This is an optimization exercise on Yosys and OpenROAD, whose aim is small area and a short achievable clock period, not a production implementation. Function was checked by simulation only, so behaviour that the tests miss may differ from the original. Power and IR drop assume default switching activity.

==> module merge_word_fifo, before the edit <==
module merge_word_fifo (
  input  logic        clk_i,
  input  logic        rst_ni,
  input  logic        push_i,
  input  logic [13:0] din_i,
  input  logic        pop_i,
  output logic [14:0] head_o,
  output logic        valid_o,
  output logic        drop_o,
  output logic        room_o
);
  localparam int W = 14;
  logic [W-1:0] mem0_q [64];
  logic [W-1:0] mem1_q [64];
  logic [W-1:0] mem2_q [64];
  logic [W-1:0] mem3_q [64];
  logic [7:0]   wp_q, ra_q;
  logic [8:0]   cnt_q, cnt_p, cnt_m;
  logic         valid_q, full_q, room_q;
  logic [W-1:0] s0_q, s1_q, s2_q, s3_q, rword;
  logic [1:0]   ssel_q;
  logic         sv_q;
  logic [14:0]  q0_q;
  logic [W-1:0] q1_q, q2_q;
  logic         qv1_q, qv2_q, qv3_q;       
  logic         qa0, qa1, qa2, qa_ge1, qa_ge2, qa_ge3, m_ge1, m_eq2;
  logic         qv1_d, qv2_d, qv3_d;
  logic         push_ok, pop, fetched, space, issue, bypass;
  logic [W-1:0] e0, e1, e2, in1, n0, n1, n2;
  function automatic logic [14:0] dec(input logic [13:0] w);
    dec = {(w[13:12] == 2'b00), w};
  endfunction
  assign push_ok = push_i & ~full_q;
  assign drop_o  = push_i & full_q;
  assign pop     = pop_i & valid_q;
  assign cnt_p   = cnt_q + {8'd0, push_ok};
  assign cnt_m   = cnt_p - 9'd1;
  always_ff @(posedge clk_i) begin
    if (push_ok && wp_q[7:6] == 2'd0) mem0_q[wp_q[5:0]] <= din_i;
    if (push_ok && wp_q[7:6] == 2'd1) mem1_q[wp_q[5:0]] <= din_i;
    if (push_ok && wp_q[7:6] == 2'd2) mem2_q[wp_q[5:0]] <= din_i;
    if (push_ok && wp_q[7:6] == 2'd3) mem3_q[wp_q[5:0]] <= din_i;
  end
  assign fetched = (ra_q == wp_q);
  assign space   = pop || !(qv3_q || (qv2_q && sv_q));
  assign issue   = !fetched && space;
  assign bypass  = fetched && push_ok && space;
  always_ff @(posedge clk_i) begin
    s0_q   <= mem0_q[ra_q[5:0]];
    s1_q   <= mem1_q[ra_q[5:0]];
    s2_q   <= mem2_q[ra_q[5:0]];
    s3_q   <= mem3_q[ra_q[5:0]];
    ssel_q <= ra_q[7:6];
  end
  always_comb begin
    case (ssel_q)
      2'd0:    rword = s0_q;
      2'd1:    rword = s1_q;
      2'd2:    rword = s2_q;
      default: rword = s3_q;
    endcase
  end
  assign qa_ge1 = pop ? qv2_q : qv1_q;
  assign qa_ge2 = pop ? qv3_q : qv2_q;
  assign qa_ge3 = pop ? 1'b0  : qv3_q;
  assign qa0    = !qa_ge1;
  assign qa1    = qa_ge1 && !qa_ge2;
  assign qa2    = qa_ge2 && !qa_ge3;
  assign m_ge1  = sv_q || bypass;
  assign m_eq2  = sv_q && bypass;
  assign qv1_d  = qa_ge1 || m_ge1;
  assign qv2_d  = qa_ge2 || (qa_ge1 && m_ge1) || m_eq2;
  assign qv3_d  = qa_ge3 || (qa_ge2 && m_ge1) || (qa_ge1 && m_eq2);
  assign in1 = sv_q ? rword : din_i;
  assign e0  = pop ? q1_q : q0_q[13:0];
  assign e1  = pop ? q2_q : q1_q;
  assign e2  = q2_q;
  always_comb begin
    n0 = qa0 ? in1 : e0;
    n1 = qa1 ? in1 : (qa0 ? din_i : e1);
    n2 = qa2 ? in1 : (qa1 ? din_i : e2);
  end
  always_ff @(posedge clk_i) begin
    q1_q <= n1;
    q2_q <= n2;
  end
  always_ff @(posedge clk_i) begin
    if (!rst_ni) begin
      cnt_q   <= '0;
      valid_q <= 1'b0;
      full_q  <= 1'b0;
      room_q  <= 1'b1;
      wp_q    <= 8'd0;
      ra_q    <= 8'd0;
      sv_q    <= 1'b0;
      qv1_q   <= 1'b0;
      qv2_q   <= 1'b0;
      qv3_q   <= 1'b0;
      q0_q    <= '0;
    end else begin
      if (pop) begin
        cnt_q   <= cnt_m;
        valid_q <= cnt_p >= 9'd2;
        full_q  <= 1'b0;
        room_q  <= cnt_p <= 9'd57;
      end else begin
        cnt_q   <= cnt_p;
        valid_q <= cnt_p >= 9'd1;
        full_q  <= cnt_p == 9'd256;
        room_q  <= cnt_p <= 9'd56;
      end
      if (push_ok)         wp_q <= wp_q + 8'd1;
      if (issue || bypass) ra_q <= ra_q + 8'd1;
      sv_q <= issue;
      qv1_q <= qv1_d;
      qv2_q <= qv2_d;
      qv3_q <= qv3_d;
      q0_q  <= qv1_d ? dec(n0) : '0;
    end
  end
  assign head_o  = q0_q;
  assign valid_o = valid_q;
  assign room_o  = room_q;
endmodule
clock: 6.5 ns
lec_check: 0
abc_clock_period_in_ps: 2800
cap_margin: 20
core_margin: 2
core_utilization: 40
cts_cluster_diameter: 120
cts_cluster_size: 24
setup_slack_margin: 3.7
slew_margin: 20
run.sh (not shown) runs the stock make flow with config.mk's settings and CLKGATE_MAP_FILE= SYNTH_SCRIPT=/design/flow/synth_recipe.tcl, a recipe that flattens the netlist after the stock synthesis.
Next try:
--- a/flow/design.v
+++ b/flow/design.v
@@ -30,14 +30,13 @@
   output logic        valid_o,
   output logic        drop_o,
   output logic        room_o
 );
   localparam int W = 14;
-  logic [W-1:0] mem0_q [64];
-  logic [W-1:0] mem1_q [64];
-  logic [W-1:0] mem2_q [64];
-  logic [W-1:0] mem3_q [64];
+  logic [256*W-1:0] mem_q;
+  logic [15:0]  wlo_q, whi_q;    
+  logic [15:0]  wlo_en;
   logic [7:0]   wp_q, ra_q;
   logic [8:0]   cnt_q, cnt_p, cnt_m;
   logic         valid_q, full_q, room_q;
   logic [W-1:0] s0_q, s1_q, s2_q, s3_q, rword;
   logic [1:0]   ssel_q;
@@ -52,28 +51,43 @@
   function automatic logic [14:0] dec(input logic [13:0] w);
     dec = {(w[13:12] == 2'b00), w};
   endfunction
   assign push_ok = push_i & ~full_q;
   assign drop_o  = push_i & full_q;
-  assign pop     = pop_i & valid_q;
+  assign pop     = pop_i & qv1_q;         
   assign cnt_p   = cnt_q + {8'd0, push_ok};
   assign cnt_m   = cnt_p - 9'd1;
-  always_ff @(posedge clk_i) begin
-    if (push_ok && wp_q[7:6] == 2'd0) mem0_q[wp_q[5:0]] <= din_i;
-    if (push_ok && wp_q[7:6] == 2'd1) mem1_q[wp_q[5:0]] <= din_i;
-    if (push_ok && wp_q[7:6] == 2'd2) mem2_q[wp_q[5:0]] <= din_i;
-    if (push_ok && wp_q[7:6] == 2'd3) mem3_q[wp_q[5:0]] <= din_i;
+  assign wlo_en = wlo_q & {16{push_ok}};
+  for (genvar h = 0; h < 16; h++) begin : g_hi
+    for (genvar l = 0; l < 16; l++) begin : g_lo
+      always_ff @(posedge clk_i) begin
+        if (wlo_en[l] && whi_q[h]) mem_q[(16*h+l)*W +: W] <= din_i;
+      end
+    end
   end
+  function automatic logic [W-1:0] rd64(input logic [64*W-1:0] m, input logic [5:0] a);
+    logic [32*W-1:0] l1;
+    logic [16*W-1:0] l2;
+    logic [8*W-1:0]  l3;
+    logic [4*W-1:0]  l4;
+    logic [2*W-1:0]  l5;
+    for (int i = 0; i < 32; i++) l1[i*W +: W] = a[0] ? m[(2*i+1)*W +: W]  : m[2*i*W +: W];
+    for (int i = 0; i < 16; i++) l2[i*W +: W] = a[1] ? l1[(2*i+1)*W +: W] : l1[2*i*W +: W];
+    for (int i = 0; i < 8; i++)  l3[i*W +: W] = a[2] ? l2[(2*i+1)*W +: W] : l2[2*i*W +: W];
+    for (int i = 0; i < 4; i++)  l4[i*W +: W] = a[3] ? l3[(2*i+1)*W +: W] : l3[2*i*W +: W];
+    for (int i = 0; i < 2; i++)  l5[i*W +: W] = a[4] ? l4[(2*i+1)*W +: W] : l4[2*i*W +: W];
+    rd64 = a[5] ? l5[W +: W] : l5[0 +: W];
+  endfunction
   assign fetched = (ra_q == wp_q);
   assign space   = pop || !(qv3_q || (qv2_q && sv_q));
   assign issue   = !fetched && space;
   assign bypass  = fetched && push_ok && space;
   always_ff @(posedge clk_i) begin
-    s0_q   <= mem0_q[ra_q[5:0]];
-    s1_q   <= mem1_q[ra_q[5:0]];
-    s2_q   <= mem2_q[ra_q[5:0]];
-    s3_q   <= mem3_q[ra_q[5:0]];
+    s0_q   <= rd64(mem_q[0*64*W +: 64*W], ra_q[5:0]);
+    s1_q   <= rd64(mem_q[1*64*W +: 64*W], ra_q[5:0]);
+    s2_q   <= rd64(mem_q[2*64*W +: 64*W], ra_q[5:0]);
+    s3_q   <= rd64(mem_q[3*64*W +: 64*W], ra_q[5:0]);
     ssel_q <= ra_q[7:6];
   end
   always_comb begin
     case (ssel_q)
       2'd0:    rword = s0_q;
@@ -92,11 +106,11 @@
   assign m_eq2  = sv_q && bypass;
   assign qv1_d  = qa_ge1 || m_ge1;
   assign qv2_d  = qa_ge2 || (qa_ge1 && m_ge1) || m_eq2;
   assign qv3_d  = qa_ge3 || (qa_ge2 && m_ge1) || (qa_ge1 && m_eq2);
   assign in1 = sv_q ? rword : din_i;
-  assign e0  = pop ? q1_q : q0_q[13:0];
+  assign e0  = q1_q;    
   assign e1  = pop ? q2_q : q1_q;
   assign e2  = q2_q;
   always_comb begin
     n0 = qa0 ? in1 : e0;
     n1 = qa1 ? in1 : (qa0 ? din_i : e1);
@@ -111,10 +125,12 @@
       cnt_q   <= '0;
       valid_q <= 1'b0;
       full_q  <= 1'b0;
       room_q  <= 1'b1;
       wp_q    <= 8'd0;
+      wlo_q   <= 16'd1;
+      whi_q   <= 16'd1;
       ra_q    <= 8'd0;
       sv_q    <= 1'b0;
       qv1_q   <= 1'b0;
       qv2_q   <= 1'b0;
       qv3_q   <= 1'b0;
@@ -129,17 +145,21 @@
         cnt_q   <= cnt_p;
         valid_q <= cnt_p >= 9'd1;
         full_q  <= cnt_p == 9'd256;
         room_q  <= cnt_p <= 9'd56;
       end
-      if (push_ok)         wp_q <= wp_q + 8'd1;
+      if (push_ok) begin
+        wp_q  <= wp_q + 8'd1;
+        wlo_q <= {wlo_q[14:0], wlo_q[15]};
+        if (wlo_q[15]) whi_q <= {whi_q[14:0], whi_q[15]};
+      end
       if (issue || bypass) ra_q <= ra_q + 8'd1;
       sv_q <= issue;
       qv1_q <= qv1_d;
       qv2_q <= qv2_d;
       qv3_q <= qv3_d;
-      q0_q  <= qv1_d ? dec(n0) : '0;
+      if (pop || !qv1_q) q0_q <= qv1_d ? dec(n0) : '0;
     end
   end
   assign head_o  = q0_q;
   assign valid_o = valid_q;
   assign room_o  = room_q;
Result: The new run ran to the end with no violations. Power is lower by a few percent. Hold slack hardly moves. Die area is higher slightly. Via count is higher slightly. Maximum frequency is lower by a few percent. Final area is higher slightly.

-- static timing again, ports no longer ideal --
Ports are ideal in the flow. The routed layouts listed here were re-timed in OpenROAD.
Step 1: set_driving_cell puts a clkbuf_16 on Clock and a buf_2 on each other input, an assumption about the parent block.
Step 2 adds t to the input delays and takes it off the output delays; t is the mean of the earliest and latest rising clock arrival at the registers after step 1. Input paths then give back, and output paths get back, about the clock's delay inside the block.
a / b / c = no drivers / after step 1 / after step 2; a / b = the first two.
run	t (ns)	setup slack, ns	worst slew at a driven data input, ns
the first run	1.011	3.583 / 3.583 / 2.920	0.03
the second run	1.031	3.475 / 3.475 / 2.825	0.04
After both steps setup and hold are still met in every run listed. The setup slack of the first run, which loses most, moves by 0.000 ns with the drivers and by -0.663 ns with both steps.
